From an optimization exercise on the open Yosys and OpenROAD flow, aimed at small area and a short achievable clock period; shortcuts taken in it are not production practice. At most, simulation tests tie the RTL to the original design; equivalence was not proved.

==> zinc <==
// sa_drain
module sa_drain #(
  parameter int N     = 8,
  parameter int DW    = sa_pkg::DW,
  parameter int DEPTH = 8
) (
  input  logic            I_CLK,
  input  logic            I_RST,
  input  logic            I_START,
  input  logic [7:0]      I_ROWS,
  input  logic [N-1:0]    I_COL_VLD,
  input  logic [N*DW-1:0] I_COL_D,
  output logic            O_VLD,
  input  logic            I_RDY,
  output logic [N*DW-1:0] O_ROW,
  output logic            O_LAST,
  output logic            O_DONE,
  output logic            O_AFULL,
  output logic            O_OVF
);
==> module sa_col_fifo, before the edit <==
module sa_col_fifo #(
  parameter int DW    = 16,
  parameter int DEPTH = 8
) (
  input  logic                     clk,
  input  logic                     clr,       
  input  logic                     run,
  input  logic                     vld,
  input  logic                     load,      
  input  logic [DW-1:0]            din,
  output logic [DEPTH-1:0][DW-1:0] mem_q,
  output logic                     ne,        
  output logic                     ne_nx,     
  output logic                     full,
  output logic                     afull,     
  output logic                     vld_full   
);
  localparam int AW = $clog2(DEPTH);
  localparam int CW = AW + 1;
  logic [DW-1:0] mem [DEPTH];
  logic [CW-1:0] count;
  logic [AW-1:0] wr_ptr;
  logic          ok, vr, gt1;
  logic [CW-1:0] cnt_up, cnt_dn;
  assign cnt_up = {count[3] ^ (&count[2:0]), count[2] ^ (&count[1:0]), count[1] ^ count[0], ~count[0]};
  assign cnt_dn = {count[3] ^ ~(|count[2:0]), count[2] ^ ~(|count[1:0]), count[1] ^ ~count[0], ~count[0]};
  assign full     = count[AW];
  assign ne       = |count;
  assign gt1      = count[AW] | (|count[AW-1:1]);
  assign afull    = count[AW] | (&count[AW-1:0]);
  assign vr       = run & vld;
  assign ne_nx    = load ? (vr | gt1) : (vr | ne);
  assign vld_full = vld & full;
  assign ok       = ~full | load;
  for (genvar k = 0; k < DEPTH; k++) begin : g_w
    always_ff @(posedge clk) begin
      if (vld && ok && wr_ptr == AW'(k)) mem[k] <= din;
    end
    assign mem_q[k] = mem[k];
  end
  always_ff @(posedge clk) begin
    if (clr) begin
      count  <= '0;
      wr_ptr <= '0;
    end else begin
      count <= load ? (vr ? count : cnt_dn) : ((vr && !full) ? cnt_up : count);
      if (vr && ok) wr_ptr <= wr_ptr + 1'b1;
    end
  end
endmodule
==> module sa_drain, before the edit <==
module sa_drain #(
  parameter int N     = 8,
  parameter int DW    = sa_pkg::DW,
  parameter int DEPTH = 8
) (
  input  logic            I_CLK,
  input  logic            I_RST,
  input  logic            I_START,
  input  logic [7:0]      I_ROWS,
  input  logic [N-1:0]    I_COL_VLD,
  input  logic [N*DW-1:0] I_COL_D,
  output logic            O_VLD,
  input  logic            I_RDY,
  output logic [N*DW-1:0] O_ROW,
  output logic            O_LAST,
  output logic            O_DONE,
  output logic            O_AFULL,
  output logic            O_OVF
);
  localparam int AW = $clog2(DEPTH);
  logic run;                  
  logic allne;                
  logic [7:0] rem;            
  logic [DEPTH-1:0] rd_sel;   
  logic [N-1:0][DEPTH-1:0][DW-1:0] col_mem;
  logic [N-1:0] col_ne, col_ne_nx, col_full, col_af, col_vf;
  logic clr, hs, fin, load, vld_nx;
  assign clr  = I_RST | O_DONE;
  assign hs   = O_VLD & I_RDY;
  assign fin  = I_RDY & O_LAST;           
  assign load = allne & (~O_VLD | (I_RDY & ~O_LAST));
  assign vld_nx = load | (O_VLD & ~I_RDY);
  for (genvar j = 0; j < N; j++) begin : g_col
    sa_col_fifo #(.DW(DW), .DEPTH(DEPTH)) u_fifo (
      .clk      (I_CLK),
      .clr      (clr),
      .run      (run),
      .vld      (I_COL_VLD[j]),
      .load     (load),
      .din      (I_COL_D[j*DW +: DW]),
      .mem_q    (col_mem[j]),
      .ne       (col_ne[j]),
      .ne_nx    (col_ne_nx[j]),
      .full     (col_full[j]),
      .afull    (col_af[j]),
      .vld_full (col_vf[j])
    );
  end
  logic row_en;
  logic [DEPTH-1:0] row_sel;
  logic [N*DW-1:0] row_nx;
  assign row_en  = ~O_VLD | I_RDY;
  assign row_sel = rd_sel & {DEPTH{row_en}};
  for (genvar j = 0; j < N; j++) begin : g_row
    assign row_nx[j*DW +: DW] = (O_ROW[j*DW +: DW] & {DW{~row_en}})
                              | (col_mem[j][0] & {DW{row_sel[0]}}) | (col_mem[j][1] & {DW{row_sel[1]}})
                              | (col_mem[j][2] & {DW{row_sel[2]}}) | (col_mem[j][3] & {DW{row_sel[3]}})
                              | (col_mem[j][4] & {DW{row_sel[4]}}) | (col_mem[j][5] & {DW{row_sel[5]}})
                              | (col_mem[j][6] & {DW{row_sel[6]}}) | (col_mem[j][7] & {DW{row_sel[7]}});
  end
  always_ff @(posedge I_CLK) O_ROW <= row_nx;
  always_ff @(posedge I_CLK) begin
    if (hs) rem <= rem - 8'd1;
    else if (~run & ~O_DONE & I_START) rem <= I_ROWS - 8'd1;
  end
  always_ff @(posedge I_CLK) begin
    if (clr) rd_sel <= DEPTH'(1);
    else if (load) rd_sel <= {rd_sel[DEPTH-2:0], rd_sel[DEPTH-1]};
  end
  always_ff @(posedge I_CLK) begin
    if (I_RST) begin
      run     <= 1'b0;
      allne   <= 1'b0;
      O_DONE  <= 1'b0;
      O_VLD   <= 1'b0;
      O_LAST  <= 1'b0;
      O_AFULL <= 1'b0;
      O_OVF   <= 1'b0;
    end else begin
      run     <= run ? ~fin : (~O_DONE & I_START);
      allne   <= ~O_DONE & ~fin & (&col_ne_nx);
      O_DONE  <= run & fin;
      O_VLD   <= vld_nx;
      O_LAST  <= vld_nx & (hs ? (rem == 8'd1) : (rem == 8'd0));
      O_AFULL <= |col_af;
      if (run & ~load & (|col_vf)) O_OVF <= 1'b1;
    end
  end
endmodule
clock: 4.5 ns
lec_check: 0
cap_margin: 20
core_margin: 2
core_utilization: 40
place_density: 0.6
setup_slack_margin: 2.5
slew_margin: 20
run.sh (not shown) runs the stock make flow with config.mk's settings and CLKGATE_MAP_FILE= SYNTH_SCRIPT=/design/flow/synth_recipe.tcl, a recipe that flattens the netlist after the stock synthesis.
==> nickel: changes against zinc <==
==> flow/design.v (replaced) <==
package sa_pkg;
  localparam int DW   = 16;
  localparam int FRAC = 13;
  typedef enum logic [1:0] {
    IDLE = 2'd0,
    RUN  = 2'd1,
    DONE = 2'd2
  } state_t;
endpackage
module sa_col_fifo #(
  parameter int DW    = 16,
  parameter int DEPTH = 8
) (
  input  logic                     clk,
  input  logic                     rst,
  input  logic                     flush,
  input  logic                     run,
  input  logic                     vld,
  input  logic                     pop,
  input  logic [$clog2(DEPTH)-1:0] rd_ptr,
  input  logic [DW-1:0]            din,
  output logic [DEPTH-1:0][DW-1:0] mem_q,
  output logic                     nempty,
  output logic                     full,
  output logic                     afull,
  output logic                     ovf
);
  localparam int AW = $clog2(DEPTH);
  localparam int CW = AW + 1;
  logic [DW-1:0] mem [DEPTH];
  logic [CW-1:0] count;
  logic [AW-1:0] wr_ptr;
  logic          we, inc;
  assign full   = count[AW];
  assign nempty = |count;
  assign afull  = count[AW] | (&count[AW-1:0]);
  assign wr_ptr = rd_ptr + count[AW-1:0];
  assign we     = vld & (~full | pop);
  assign inc    = run & we;
  assign ovf    = run & vld & full & ~pop;
  always_ff @(posedge clk) begin
    for (int k = 0; k < DEPTH; k++)
      if (we && wr_ptr == AW'(k)) mem[k] <= din;
  end
  for (genvar k = 0; k < DEPTH; k++) begin : g_q
    assign mem_q[k] = mem[k];
  end
  always_ff @(posedge clk) begin
    if (rst || flush)      count <= '0;
    else if (inc && !pop)  count <= count + 1'b1;
    else if (pop && !inc)  count <= count - 1'b1;
  end
endmodule
module sa_drain #(
  parameter int N     = 8,
  parameter int DW    = sa_pkg::DW,
  parameter int DEPTH = 8
) (
  input  logic            I_CLK,
  input  logic            I_RST,
  input  logic            I_START,
  input  logic [7:0]      I_ROWS,
  input  logic [N-1:0]    I_COL_VLD,
  input  logic [N*DW-1:0] I_COL_D,
  output logic            O_VLD,
  input  logic            I_RDY,
  output logic [N*DW-1:0] O_ROW,
  output logic            O_LAST,
  output logic            O_DONE,
  output logic            O_AFULL,
  output logic            O_OVF
);
  localparam int AW = $clog2(DEPTH);
  logic run;                  
  logic [7:0] rem;            
  logic [AW-1:0] rd_ptr;      
  logic [DEPTH-1:0] rd_sel;
  logic [N-1:0][DEPTH-1:0][DW-1:0] col_mem;
  logic [N-1:0] col_ne, col_full, col_af, col_ovf;
  logic hs, fin, load, vld_nx;
  assign hs   = O_VLD & I_RDY;
  assign fin  = I_RDY & O_LAST;           
  assign load = run & (&col_ne) & (~O_VLD | (I_RDY & ~O_LAST));
  assign vld_nx = load | (O_VLD & ~I_RDY);
  for (genvar j = 0; j < N; j++) begin : g_col
    sa_col_fifo #(.DW(DW), .DEPTH(DEPTH)) u_fifo (
      .clk    (I_CLK),
      .rst    (I_RST),
      .flush  (O_DONE),
      .run    (run),
      .vld    (I_COL_VLD[j]),
      .pop    (load),
      .rd_ptr (rd_ptr),
      .din    (I_COL_D[j*DW +: DW]),
      .mem_q  (col_mem[j]),
      .nempty (col_ne[j]),
      .full   (col_full[j]),
      .afull  (col_af[j]),
      .ovf    (col_ovf[j])
    );
  end
  logic row_en;
  logic [DEPTH-1:0] row_sel;
  logic [N*DW-1:0] row_nx;
  assign row_en  = ~O_VLD | I_RDY;
  assign row_sel = rd_sel & {DEPTH{row_en}};
  for (genvar j = 0; j < N; j++) begin : g_row
    assign row_nx[j*DW +: DW] = (O_ROW[j*DW +: DW] & {DW{~row_en}})
                              | (col_mem[j][0] & {DW{row_sel[0]}}) | (col_mem[j][1] & {DW{row_sel[1]}})
                              | (col_mem[j][2] & {DW{row_sel[2]}}) | (col_mem[j][3] & {DW{row_sel[3]}})
                              | (col_mem[j][4] & {DW{row_sel[4]}}) | (col_mem[j][5] & {DW{row_sel[5]}})
                              | (col_mem[j][6] & {DW{row_sel[6]}}) | (col_mem[j][7] & {DW{row_sel[7]}});
  end
  always_ff @(posedge I_CLK) O_ROW <= row_nx;
  always_ff @(posedge I_CLK) begin
    if (hs) rem <= rem - 8'd1;
    else if (~run & ~O_DONE & I_START) rem <= I_ROWS - 8'd1;
  end
  always_ff @(posedge I_CLK) begin
    if (I_RST) begin
      rd_ptr <= '0;
      rd_sel <= DEPTH'(1);
    end else if (load) begin
      rd_ptr <= rd_ptr + 1'b1;
      rd_sel <= {rd_sel[DEPTH-2:0], rd_sel[DEPTH-1]};
    end
  end
  always_ff @(posedge I_CLK) begin
    if (I_RST) begin
      run     <= 1'b0;
      O_DONE  <= 1'b0;
      O_VLD   <= 1'b0;
      O_LAST  <= 1'b0;
      O_AFULL <= 1'b0;
      O_OVF   <= 1'b0;
    end else begin
      run     <= run ? ~fin : (~O_DONE & I_START);
      O_DONE  <= run & fin;
      O_VLD   <= vld_nx;
      O_LAST  <= vld_nx & (hs ? (rem == 8'd1) : (rem == 8'd0));
      O_AFULL <= |col_af;
      if (|col_ovf) O_OVF <= 1'b1;
    end
  end
endmodule
CTS_BUF_LIST = sky130_fd_sc_hd__clkbuf_8   (was unset)
SETUP_SLACK_MARGIN = unset   (was 2.5)
==> out/metrics.cfg <==
[sta]
timing.hold.ws_ps = 481

[synthesis]
synth_common_cells = 1032 x edfxtp_1, 257 x a221oi_1, 256 x a22o_1
syn_area_per_cell_um2 = 16.7
synth_xor_area_share_pct = 0.762

[global_route]
use_met1_pct = 25.8

[layout]
final_cell_mix = 1032 x edfxtp_1, 256 x a22o_1, 240 x a221oi_1, 184 x nor2_1, 138 x clkdlybuf4s50_1
sh_seq_area_pct = 63.7

[worst_setup_path]
path_cells = buf_6

[run_status]
status = no timing/DRC/antenna violations

[end of results for zinc]
==> out/metrics.cfg <==
[synthesis]
synth_xor_area_share_pct = 0.991
synth_top_area_share_pct = 70.1

[power_and_ir_drop]
ir_worst_vdd_mv = 0.230
p_comb_share_pct = 7.2

[sta]
timing.hold.ws_ps = 474

[layout]
num_antenna_cells = 5
final_cell_mix = 1032 x edfxtp_1, 280 x clkdlybuf4s50_1, 256 x a22o_1, 256 x a221oi_1, 212 x clkbuf_8
sh_seq_area_pct = 64.9

[run_status]
status = no timing/DRC/antenna violations

[worst_setup_path]
path_cells = inv_1 -> nor2_1 -> and4_1 -> inv_2 -> a21oi_1 -> ha_1 -> inv_1 -> ha_1 -> a21o_1 -> a21oi_1 -> mux2i_1 -> mux2i_1

[end of results for nickel]
No functional check of the RTL was part of nickel.

port drivers added, routing unchanged:
Ports are ideal in the flow. The routed layouts listed here were re-timed in OpenROAD. Step 1 (the two cells are an assumption about what drives the block):
set clk [get_ports {I_CLK}]
set_driving_cell -lib_cell sky130_fd_sc_hd__clkbuf_16 $clk
set_driving_cell -lib_cell sky130_fd_sc_hd__buf_2 [delete_from_list [all_inputs] $clk]
Step 2 moves the port delays by t, midway between the first and last clock arrival at a register: inputs arrive t later, outputs are due t later. That takes back most of the time a late clock gives input paths. Slacks: ideal / step 1 / step 2; pairs: ideal / step 1.
run | shift t [ns] | setup WS [ns] | worst hold slack (ns) | worst register clock-pin slew, ns
zinc | 0.768 | 2.333 / 2.263 / 1.793 | 0.481 / 0.481 / 0.481 | 0.07 / 0.07
nickel | 0.906 | 0.725 / 0.725 / 0.275 | 0.474 / 0.474 / 0.474 | 0.07 / 0.07
After both steps every run listed still meets setup and hold. The setup slack of zinc, which loses most, moves by -0.070 ns with the drivers and by -0.540 ns with both steps.
